From an optimization exercise on the open Yosys and OpenROAD flow, aimed at small area, a short achievable clock period and few clock cycles per item; shortcuts taken in it are not production practice. RTL that was checked went through simulation tests only; none was proved equivalent to the original. Power and IR drop assume default switching activity.

old:
==> flow/design.v <==
package iwo_pkg;
  localparam int TABLE_SEGMENTS = 36;
  localparam int TABLE_DEPTH    = TABLE_SEGMENTS + 1;
  localparam int SAMPLE_BITS    = 14;
  localparam int FRAC_BITS   = 8;
  localparam int FRAC_ONE    = 1 << FRAC_BITS;
  localparam int PHASE_LIMIT = TABLE_SEGMENTS * FRAC_ONE;
  localparam int PHASE_W     = $clog2(PHASE_LIMIT);
  localparam int PINT_W      = PHASE_W - FRAC_BITS;
  localparam int IDX_W       = $clog2(TABLE_DEPTH);
  localparam int OP_W          = 1;
  localparam int ENTRY_IDX_W   = 6;
  localparam int ENTRY_VAL_W   = 14;
  localparam int INC_W         = 8;
  localparam int DAC_W         = 16;
  localparam logic [DAC_W-1:0] DAC_MASK = 16'hFFC0;
  localparam int WGT_W = FRAC_BITS + 1;
  localparam int SUM_W = SAMPLE_BITS + WGT_W;
  localparam int CFG_ADDR_W = 2;
  localparam int CFG_DATA_W = 32;
  localparam logic [CFG_ADDR_W-1:0] REG_PHASE_INC = 2'd0;
  typedef enum logic [OP_W-1:0] {
    OP_LOAD = 1'b0,
    OP_STEP = 1'b1
  } op_t;
endpackage
module interpolating_wavetable_oscillator (
  input  logic                   clk,
  input  logic                   rst_n,
  input  logic                   in_valid,
  output logic                   in_stall,
  input  logic [iwo_pkg::OP_W-1:0]        in_operation,
  input  logic [iwo_pkg::ENTRY_IDX_W-1:0] in_entry_index,
  input  logic [iwo_pkg::ENTRY_VAL_W-1:0] in_entry_value,
  output logic                   out_valid,
  input  logic                   out_stall,
  output logic [iwo_pkg::DAC_W-1:0]       out_dac_word,
  input  logic                   psel,
  input  logic                   penable,
  input  logic                   pwrite,
  input  logic [iwo_pkg::CFG_ADDR_W-1:0]  paddr,
  input  logic [iwo_pkg::CFG_DATA_W-1:0]  pwdata,
  output logic [iwo_pkg::CFG_DATA_W-1:0]  prdata,
  output logic                   pready
);
  localparam int SEGS = iwo_pkg::TABLE_SEGMENTS;    
  localparam int DEPTH = iwo_pkg::TABLE_DEPTH;      
  localparam int SB = iwo_pkg::SAMPLE_BITS;         
  localparam int FB = iwo_pkg::FRAC_BITS;           
  localparam int IW = iwo_pkg::INC_W;               
  localparam int EIW = iwo_pkg::ENTRY_IDX_W;        
  localparam int CDW = iwo_pkg::CFG_DATA_W;         
  localparam int OW = 10;                           
  logic go;
  logic [IW-1:0] inc_r;
  logic          cfg_wr;
  assign cfg_wr = psel && penable && pwrite && paddr == iwo_pkg::REG_PHASE_INC;
  assign pready = 1'b1;
  assign prdata = (paddr == iwo_pkg::REG_PHASE_INC) ? CDW'(inc_r) : '0;
  always_ff @(posedge clk) begin
    if (!rst_n) inc_r <= '0;
    else if (cfg_wr) inc_r <= pwdata[IW-1:0];
  end
  logic [SB-1:0] tab [DEPTH];
  logic [5:0]    k_r;         
  logic [FB-1:0] f_r;         
  logic [SB-1:0] lo_r, hi_r;  
  logic          v2_r;        
  logic          acc, stepx, loadx, adv, wrap;
  logic [FB:0]   f_sum;
  logic [SB-1:0] rd;          
  assign in_stall = !go;
  assign acc   = go && in_valid;
  assign stepx = acc && in_operation[0];
  assign loadx = acc && !in_operation[0];
  assign f_sum = {1'b0, f_r} + (FB + 1)'(inc_r);
  assign adv   = stepx && f_sum[FB];
  assign wrap  = (k_r == 6'(SEGS - 1));
  always_comb begin
    rd = '0;
    for (int j = 0; j < SEGS; j++) begin
      rd = rd | (tab[(j == SEGS - 1) ? 1 : j + 2] & {SB{k_r == 6'(j)}});
    end
  end
  always_ff @(posedge clk) begin
    if (!rst_n) begin
      k_r <= '0;
      f_r <= '0;
    end else begin
      if (stepx) f_r <= f_sum[FB-1:0];
      if (adv) k_r <= wrap ? 6'd0 : k_r + 6'd1;
    end
  end
  logic [DEPTH-1:0] we;
  logic [7:0]       wlo;
  logic [4:0]       whi;
  always_comb begin
    for (int a = 0; a < 8; a++) wlo[a] = (in_entry_index[2:0] == 3'(a));
    for (int b = 0; b < 5; b++) whi[b] = in_valid && !in_operation[0] && (in_entry_index[5:3] == 3'(b));
    for (int j = 0; j < DEPTH; j++) we[j] = wlo[j % 8] && whi[j / 8];
  end
  always_ff @(posedge clk) begin
    for (int j = 0; j < DEPTH; j++) begin
      if (we[j]) tab[j] <= in_entry_value;
    end
  end
  always_ff @(posedge clk) begin
    if (adv) begin
      lo_r <= wrap ? tab[0] : hi_r;
      hi_r <= rd;
    end else if (loadx) begin
      if (in_entry_index == k_r) lo_r <= in_entry_value;
      if (in_entry_index == k_r + 6'd1) hi_r <= in_entry_value;
    end
  end
  always_ff @(posedge clk) begin
    if (!rst_n) v2_r <= 1'b0;
    else if (go) v2_r <= in_valid && in_operation[0];
  end
  localparam int SW = 22;
  logic [SW-1:0] row [9];
  logic [SW-1:0] l1 [6];
  logic [SW-1:0] l2 [4];
  logic [SW-1:0] l3 [3];
  logic [SW-1:0] l4 [2];
  always_comb begin
    for (int j = 0; j < FB; j++) row[j] = SW'(f_r[j] ? hi_r : lo_r) << j;
    row[8] = SW'(lo_r);
    for (int j = 0; j < 3; j++) begin
      l1[2*j] = row[3*j] ^ row[3*j+1] ^ row[3*j+2];
      l1[2*j+1] = ((row[3*j] & row[3*j+1]) | (row[3*j] & row[3*j+2]) | (row[3*j+1] & row[3*j+2])) << 1;
    end
    for (int j = 0; j < 2; j++) begin
      l2[2*j] = l1[3*j] ^ l1[3*j+1] ^ l1[3*j+2];
      l2[2*j+1] = ((l1[3*j] & l1[3*j+1]) | (l1[3*j] & l1[3*j+2]) | (l1[3*j+1] & l1[3*j+2])) << 1;
    end
    l3[0] = l2[0] ^ l2[1] ^ l2[2];
    l3[1] = ((l2[0] & l2[1]) | (l2[0] & l2[2]) | (l2[1] & l2[2])) << 1;
    l3[2] = l2[3];
    l4[0] = l3[0] ^ l3[1] ^ l3[2];
    l4[1] = ((l3[0] & l3[1]) | (l3[0] & l3[2]) | (l3[1] & l3[2])) << 1;
  end
  logic          v3_r;
  logic [SW-1:0] ps_r, pc_r;
  logic [SW-1:0] s;
  logic [OW-1:0] r;
  always_ff @(posedge clk) begin
    if (!rst_n) v3_r <= 1'b0;
    else if (go) v3_r <= v2_r;
  end
  always_ff @(posedge clk) begin
    if (go && v2_r) begin
      ps_r <= l4[0];
      pc_r <= l4[1];
    end
  end
  assign s = ps_r + pc_r;
  assign r = s[21:12];
  logic          ov_r;
  logic [OW-1:0] o_r;
  assign go = !(ov_r && out_stall);
  always_ff @(posedge clk) begin
    if (!rst_n) ov_r <= 1'b0;
    else if (go) ov_r <= v3_r;
  end
  always_ff @(posedge clk) begin
    if (go && v3_r) o_r <= r;
  end
  assign out_valid    = ov_r;
  assign out_dac_word = {o_r, 6'd0};
endmodule
export LEC_CHECK = 0
export ABC_CLOCK_PERIOD_IN_PS = 3000
export CAP_MARGIN = 20
export CORE_MARGIN = 2
export CORE_UTILIZATION = 55
export CTS_BUF_LIST = sky130_fd_sc_hd__clkbuf_8
export CTS_CLUSTER_DIAMETER = 60
export CTS_CLUSTER_SIZE = 16
export SETUP_SLACK_MARGIN = 3.8
export SLEW_MARGIN = 20
create_clock -name core_clock -period 7.0 [get_ports {clk}]
standard.sh (not shown) runs the stock make flow with config.mk's settings and CLKGATE_MAP_FILE= SYNTH_SCRIPT=/design/flow/synth_recipe.tcl, a recipe that flattens the netlist after the stock synthesis.
==> flow/flow/run.sh <==
#!/bin/bash
# Layout flow: the standard synthesis, then each configuration read-data bit
# (prdata[7:0]) is rebuilt as one gate of its own (see patch_prdata.py), then the standard flow's
# standard layout from floorplan to finish, with plain buffers (buf_2) as the port
# buffers. Each step's full output goes to a log file here.
set -euo pipefail
R=orfs/results/sky130hd/interpolating_wavetable_oscillator/base
bash standard.sh synth > log_synth.txt 2>&1
python3 flow/patch_prdata.py $R/1_2_yosys.v > log_patch.txt 2>&1
touch $R/1_2_yosys.v
bash standard.sh BUFFER_PORTS_ARGS="-buffer_cell sky130_fd_sc_hd__buf_2" finish > log_layout.txt 2>&1
Other scripts of this flow, unchanged in this note and not shown: flow/flow/patch_prdata.py
Here is what was changed in the inputs of new compared with old.
diff --git a/flow/design.v b/flow/design.v
--- a/flow/design.v
+++ b/flow/design.v
@@ -94,11 +94,11 @@
   logic [DEPTH-1:0] we;
   logic [7:0]       wlo;
   logic [4:0]       whi;
   always_comb begin
     for (int a = 0; a < 8; a++) wlo[a] = (in_entry_index[2:0] == 3'(a));
-    for (int b = 0; b < 5; b++) whi[b] = in_valid && !in_operation[0] && (in_entry_index[5:3] == 3'(b));
+    for (int b = 0; b < 5; b++) whi[b] = loadx && (in_entry_index[5:3] == 3'(b));
     for (int j = 0; j < DEPTH; j++) we[j] = wlo[j % 8] && whi[j / 8];
   end
   always_ff @(posedge clk) begin
     for (int j = 0; j < DEPTH; j++) begin
       if (we[j]) tab[j] <= in_entry_value;
==> run notes <==
- Die height across new and old: no real change.
- For sequential share of the synthesized area, old and new come out practically identical.
- Lower overall routed net length was reported by old, not new.
- old → new: share of the cycle needed by the critical path after routing was more or less identical; synthesized cell count went down by about 1.1%; layout buffering overhead excluding clock cells went up by 0.17 points; internal power component went up by 0.025 mW.
- ~same final design instance area without fill in new and old
Testbench counts of new, summed over its fixed seeds: cycles 4,416, items 4,096.
No functional check of the RTL was part of old.

Another version of the RTL of interpolating_wavetable_oscillator (not shown whole).
For scale: roughly 660 flip-flops, about 110 I/O pins, about 29000 sq um of cells after synthesis.
==> module interpolating_wavetable_oscillator, before the edit <==
module interpolating_wavetable_oscillator (
  input  logic                   clk,
  input  logic                   rst_n,
  input  logic                   in_valid,
  output logic                   in_stall,
  input  logic [iwo_pkg::OP_W-1:0]        in_operation,
  input  logic [iwo_pkg::ENTRY_IDX_W-1:0] in_entry_index,
  input  logic [iwo_pkg::ENTRY_VAL_W-1:0] in_entry_value,
  output logic                   out_valid,
  input  logic                   out_stall,
  output logic [iwo_pkg::DAC_W-1:0]       out_dac_word,
  input  logic                   psel,
  input  logic                   penable,
  input  logic                   pwrite,
  input  logic [iwo_pkg::CFG_ADDR_W-1:0]  paddr,
  input  logic [iwo_pkg::CFG_DATA_W-1:0]  pwdata,
  output logic [iwo_pkg::CFG_DATA_W-1:0]  prdata,
  output logic                   pready
);
  localparam int SEGS = iwo_pkg::TABLE_SEGMENTS;    
  localparam int DEPTH = iwo_pkg::TABLE_DEPTH;      
  localparam int SB = iwo_pkg::SAMPLE_BITS;         
  localparam int FB = iwo_pkg::FRAC_BITS;           
  localparam int IW = iwo_pkg::INC_W;               
  localparam int EIW = iwo_pkg::ENTRY_IDX_W;        
  localparam int CDW = iwo_pkg::CFG_DATA_W;         
  localparam int OW = 10;                           
  logic go;
  logic [IW-1:0] inc_r;
  logic          cfg_wr;
  assign cfg_wr = psel && penable && pwrite && paddr == iwo_pkg::REG_PHASE_INC;
  assign pready = 1'b1;
  logic [IW-1:0] prd_r;
  assign prdata = CDW'(prd_r);
  always_ff @(posedge clk) begin
    prd_r <= (paddr == iwo_pkg::REG_PHASE_INC) ? inc_r : '0;
  end
  always_ff @(posedge clk) begin
    if (!rst_n) inc_r <= '0;
    else if (cfg_wr) inc_r <= pwdata[IW-1:0];
  end
  logic [SB-1:0] tab [DEPTH];
  logic [5:0]    k_r, k1_r;   
  logic [FB-1:0] f_r;         
  logic [SB-1:0] lo_r, hi_r;  
  logic          v2_r;        
  logic          acc, stepx, loadx, adv, wrap;
  logic [FB:0]   f_sum;
  logic [SB-1:0] rd;          
  assign in_stall = !go;
  assign acc   = go && in_valid;
  assign stepx = acc && in_operation[0];
  assign loadx = acc && !in_operation[0];
  assign f_sum = {1'b0, f_r} + (FB + 1)'(inc_r);
  assign adv   = stepx && f_sum[FB];
  assign wrap  = (k_r == 6'(SEGS - 1));
  always_comb begin
    rd = '0;
    for (int j = 0; j < SEGS; j++) begin
      rd = rd | (tab[(j == SEGS - 1) ? 1 : j + 2] & {SB{k_r == 6'(j)}});
    end
  end
  always_ff @(posedge clk) begin
    if (!rst_n) begin
      k_r  <= 6'd0;
      k1_r <= 6'd1;
      f_r <= '0;
    end else begin
      if (stepx) f_r <= f_sum[FB-1:0];
      if (adv) begin
        k_r  <= wrap ? 6'd0 : k1_r;
        k1_r <= wrap ? 6'd1 : k1_r + 6'd1;
      end
    end
  end
  always_ff @(posedge clk) begin
    for (int j = 0; j < DEPTH; j++) begin
      if (we[j]) tab[j] <= in_entry_value;
    end
  end
  logic [DEPTH-1:0] we;
  logic [7:0]       wlo;
  logic [4:0]       whi;
  always_comb begin
    for (int a = 0; a < 8; a++) wlo[a] = (in_entry_index[2:0] == 3'(a));
    for (int b = 0; b < 5; b++) whi[b] = loadx && (in_entry_index[5:3] == 3'(b));
  end
  logic             hit_lo, hit_hi;
  always_comb begin
    for (int j = 0; j < DEPTH; j++) we[j] = wlo[j % 8] && whi[j / 8];
  end
  assign hit_lo = (in_entry_index == k_r);
  assign hit_hi = (in_entry_index == k1_r);
  always_ff @(posedge clk) begin
    if (adv) begin
      lo_r <= wrap ? tab[0] : hi_r;
      hi_r <= rd;
    end else if (loadx) begin
      if (hit_lo) lo_r <= in_entry_value;
      if (hit_hi) hi_r <= in_entry_value;
    end
  end
  always_ff @(posedge clk) begin
    if (!rst_n) v2_r <= 1'b0;
    else if (go) v2_r <= in_valid && in_operation[0];
  end
  localparam int SW = 22;
  logic [SW-1:0] row [9];
  logic [SW-1:0] l1 [6];
  logic [SW-1:0] l2 [4];
  logic [SW-1:0] l3 [3];
  always_comb begin
    for (int j = 0; j < FB; j++) row[j] = SW'(f_r[j] ? hi_r : lo_r) << j;
    row[8] = SW'(lo_r);
    for (int j = 0; j < 3; j++) begin
      l1[2*j] = row[3*j] ^ row[3*j+1] ^ row[3*j+2];
      l1[2*j+1] = ((row[3*j] & row[3*j+1]) | (row[3*j] & row[3*j+2]) | (row[3*j+1] & row[3*j+2])) << 1;
    end
    for (int j = 0; j < 2; j++) begin
      l2[2*j] = l1[3*j] ^ l1[3*j+1] ^ l1[3*j+2];
      l2[2*j+1] = ((l1[3*j] & l1[3*j+1]) | (l1[3*j] & l1[3*j+2]) | (l1[3*j+1] & l1[3*j+2])) << 1;
    end
    l3[0] = l2[0] ^ l2[1] ^ l2[2];
    l3[1] = ((l2[0] & l2[1]) | (l2[0] & l2[2]) | (l2[1] & l2[2])) << 1;
    l3[2] = l2[3];
  end
  logic          v3_r;
  logic [SW-1:0] pa_r, pb_r, pc_r;
  logic [SW-1:0] fs, fc;
  logic [12:0]   lsum;
  logic [OW-1:0] h0, h1, r;
  always_ff @(posedge clk) begin
    if (!rst_n) v3_r <= 1'b0;
    else if (go) v3_r <= v2_r;
  end
  always_ff @(posedge clk) begin
    if (go && v2_r) begin
      pa_r <= l3[0];
      pb_r <= l3[1];
      pc_r <= l3[2];
    end
  end
  assign fs   = pa_r ^ pb_r ^ pc_r;
  assign fc   = ((pa_r & pb_r) | (pa_r & pc_r) | (pb_r & pc_r)) << 1;
  assign lsum = {1'b0, fs[11:0]} + {1'b0, fc[11:0]};
  assign h0   = fs[21:12] + fc[21:12];
  assign h1   = fs[21:12] + fc[21:12] + 10'd1;
  assign r    = lsum[12] ? h1 : h0;
  logic          ov_r, kv_r;
  logic [OW-1:0] o_r, k_dat_r;
  logic          take;
  assign go   = !kv_r;
  assign take = ov_r && !out_stall;
  always_ff @(posedge clk) begin
    if (!rst_n) begin
      ov_r <= 1'b0;
      kv_r <= 1'b0;
    end else if (kv_r) begin
      if (take) kv_r <= 1'b0;
    end else if (ov_r && !take) begin
      kv_r <= v3_r;
    end else begin
      ov_r <= v3_r;
    end
  end
  always_ff @(posedge clk) begin
    if (kv_r) begin
      if (take) o_r <= k_dat_r;
    end else if (ov_r && !take) begin
      if (v3_r) k_dat_r <= r;
    end else begin
      if (v3_r) o_r <= r;
    end
  end
  assign out_valid    = ov_r;
  assign out_dac_word = {o_r, 6'd0};
endmodule
export LEC_CHECK = 0
export ABC_CLOCK_PERIOD_IN_PS = 2500
export CAP_MARGIN = 20
export CORE_MARGIN = 2
export CORE_UTILIZATION = 55
export CTS_BUF_LIST = sky130_fd_sc_hd__clkbuf_8
export CTS_CLUSTER_DIAMETER = 60
export CTS_CLUSTER_SIZE = 16
export SETUP_SLACK_MARGIN = 4.4
export SLEW_MARGIN = 20
create_clock -name core_clock -period 7.0 [get_ports {clk}]
run.sh (not shown) runs the stock make flow with config.mk's settings and CLKGATE_MAP_FILE= SYNTH_SCRIPT=/design/flow/synth_recipe.tcl, a recipe that flattens the netlist after the stock synthesis.
Stock flow here: none of the scripts above is used.
The starting point went through all stages and came out clean.
Then changed:
--- a/flow/design.v
+++ b/flow/design.v
@@ -64,58 +64,55 @@
   always_ff @(posedge clk) begin
     if (!rst_n) inc_r <= '0;
     else if (cfg_wr) inc_r <= pwdata[IW-1:0];
   end
   logic [SB-1:0] tab [DEPTH];
+  logic [SEGS-1:0] kh_r;      
   logic [5:0]    k_r, k1_r;   
   logic [FB-1:0] f_r;         
   logic [SB-1:0] lo_r, hi_r;  
   logic          v2_r;        
   logic          acc, stepx, loadx, adv, wrap;
   logic [FB:0]   f_sum;
   logic [SB-1:0] rd;          
   assign in_stall = !go;
-  assign acc   = go && in_valid;
+  assign acc   = go && in_valid && rst_n;
   assign stepx = acc && in_operation[0];
   assign loadx = acc && !in_operation[0];
   assign f_sum = {1'b0, f_r} + (FB + 1)'(inc_r);
   assign adv   = stepx && f_sum[FB];
-  assign wrap  = (k_r == 6'(SEGS - 1));
+  assign wrap  = kh_r[SEGS-1];
   always_comb begin
     rd = '0;
     for (int j = 0; j < SEGS; j++) begin
-      rd = rd | (tab[(j == SEGS - 1) ? 1 : j + 2] & {SB{k_r == 6'(j)}});
+      rd = rd | (tab[(j == SEGS - 1) ? 1 : j + 2] & {SB{kh_r[j]}});
     end
   end
   always_ff @(posedge clk) begin
     if (!rst_n) begin
+      kh_r <= SEGS'(1);
       k_r  <= 6'd0;
       k1_r <= 6'd1;
       f_r <= '0;
     end else begin
       if (stepx) f_r <= f_sum[FB-1:0];
       if (adv) begin
+        kh_r <= {kh_r[SEGS-2:0], kh_r[SEGS-1]};
         k_r  <= wrap ? 6'd0 : k1_r;
         k1_r <= wrap ? 6'd1 : k1_r + 6'd1;
       end
     end
   end
   always_ff @(posedge clk) begin
     for (int j = 0; j < DEPTH; j++) begin
-      if (we[j]) tab[j] <= in_entry_value;
+      if (loadx && we[j]) tab[j] <= in_entry_value;
     end
   end
   logic [DEPTH-1:0] we;
-  logic [7:0]       wlo;
-  logic [4:0]       whi;
-  always_comb begin
-    for (int a = 0; a < 8; a++) wlo[a] = (in_entry_index[2:0] == 3'(a));
-    for (int b = 0; b < 5; b++) whi[b] = loadx && (in_entry_index[5:3] == 3'(b));
-  end
   logic             hit_lo, hit_hi;
   always_comb begin
-    for (int j = 0; j < DEPTH; j++) we[j] = wlo[j % 8] && whi[j / 8];
+    for (int j = 0; j < DEPTH; j++) we[j] = (in_entry_index == EIW'(j));
   end
   assign hit_lo = (in_entry_index == k_r);
   assign hit_hi = (in_entry_index == k1_r);
   always_ff @(posedge clk) begin
     if (adv) begin
@@ -150,13 +147,12 @@
     l3[1] = ((l2[0] & l2[1]) | (l2[0] & l2[2]) | (l2[1] & l2[2])) << 1;
     l3[2] = l2[3];
   end
   logic          v3_r;
   logic [SW-1:0] pa_r, pb_r, pc_r;
-  logic [SW-1:0] fs, fc;
-  logic [12:0]   lsum;
-  logic [OW-1:0] h0, h1, r;
+  logic [SW-1:0] s;
+  logic [OW-1:0] r;
   always_ff @(posedge clk) begin
     if (!rst_n) v3_r <= 1'b0;
     else if (go) v3_r <= v2_r;
   end
   always_ff @(posedge clk) begin
@@ -164,16 +160,12 @@
       pa_r <= l3[0];
       pb_r <= l3[1];
       pc_r <= l3[2];
     end
   end
-  assign fs   = pa_r ^ pb_r ^ pc_r;
-  assign fc   = ((pa_r & pb_r) | (pa_r & pc_r) | (pb_r & pc_r)) << 1;
-  assign lsum = {1'b0, fs[11:0]} + {1'b0, fc[11:0]};
-  assign h0   = fs[21:12] + fc[21:12];
-  assign h1   = fs[21:12] + fc[21:12] + 10'd1;
-  assign r    = lsum[12] ? h1 : h0;
+  assign s = (pa_r ^ pb_r ^ pc_r) + (((pa_r & pb_r) | (pa_r & pc_r) | (pb_r & pc_r)) << 1);
+  assign r = s[21:12];
   logic          ov_r, kv_r;
   logic [OW-1:0] o_r, k_dat_r;
   logic          take;
   assign go   = !kv_r;
   assign take = ov_r && !out_stall;
After rerunning: The changed run completed with no timing, DRC or antenna violations. Area after synthesis rises by 4.7%. Sequential cell count is higher by 36. First-iteration DRC count came out higher by 4.2%. Synthesized cell count rises by 8.1%. Routed wire length climbs by 4.6%. Setup slack gets better by 0.65 ns. Power rises by 6.4%. Critical path depth came out lower by 2. Non-clock buffer count is lower by 33. Die area rose by 4.6%. Final area is higher by 2.0%.
No functional check of the RTL was part of any run of this note.

separate check: timing with driven ports:
How much do the figures lean on ideal ports? The routed layouts below were timed once more, with nothing changed but the port constraints. Step 1, drivers: a clkbuf_16 drives clk and a buf_2 each remaining input, both assumed. Step 2 times the ports against the registers' clock, not the clock port: input delays grow and output delays shrink by t, the midpoint of the rising clock arrivals with the driver on. a / b / c = ideal ports / drivers / drivers and shift; a / b = the first two.
run | t, ns | setup slack, ns | latest minus earliest clock arrival (ns) | worst register clock-pin slew, ns | worst slew at a driven data input, ns
old | 0.754 | 3.748 / 3.674 / 3.289 | 0.071 / 0.072 | 0.11 / 0.11 | 0.11
new | 0.726 | 3.746 / 3.651 / 3.133 | 0.065 / 0.065 | 0.10 / 0.10 | 0.14
the first run of note 2 | 0.732 | 3.598 / 3.598 / 3.598 | 0.037 / 0.037 | 0.11 / 0.11 | 0.04
the second run of note 2 | 0.750 | 4.250 / 4.250 / 3.533 | 0.045 / 0.045 | 0.11 / 0.11 | 0.05
After both steps every run listed still meets setup and hold. For the second run of note 2, which loses most, drivers alone change the setup slack by 0.000 ns; drivers and shift together by -0.717 ns.
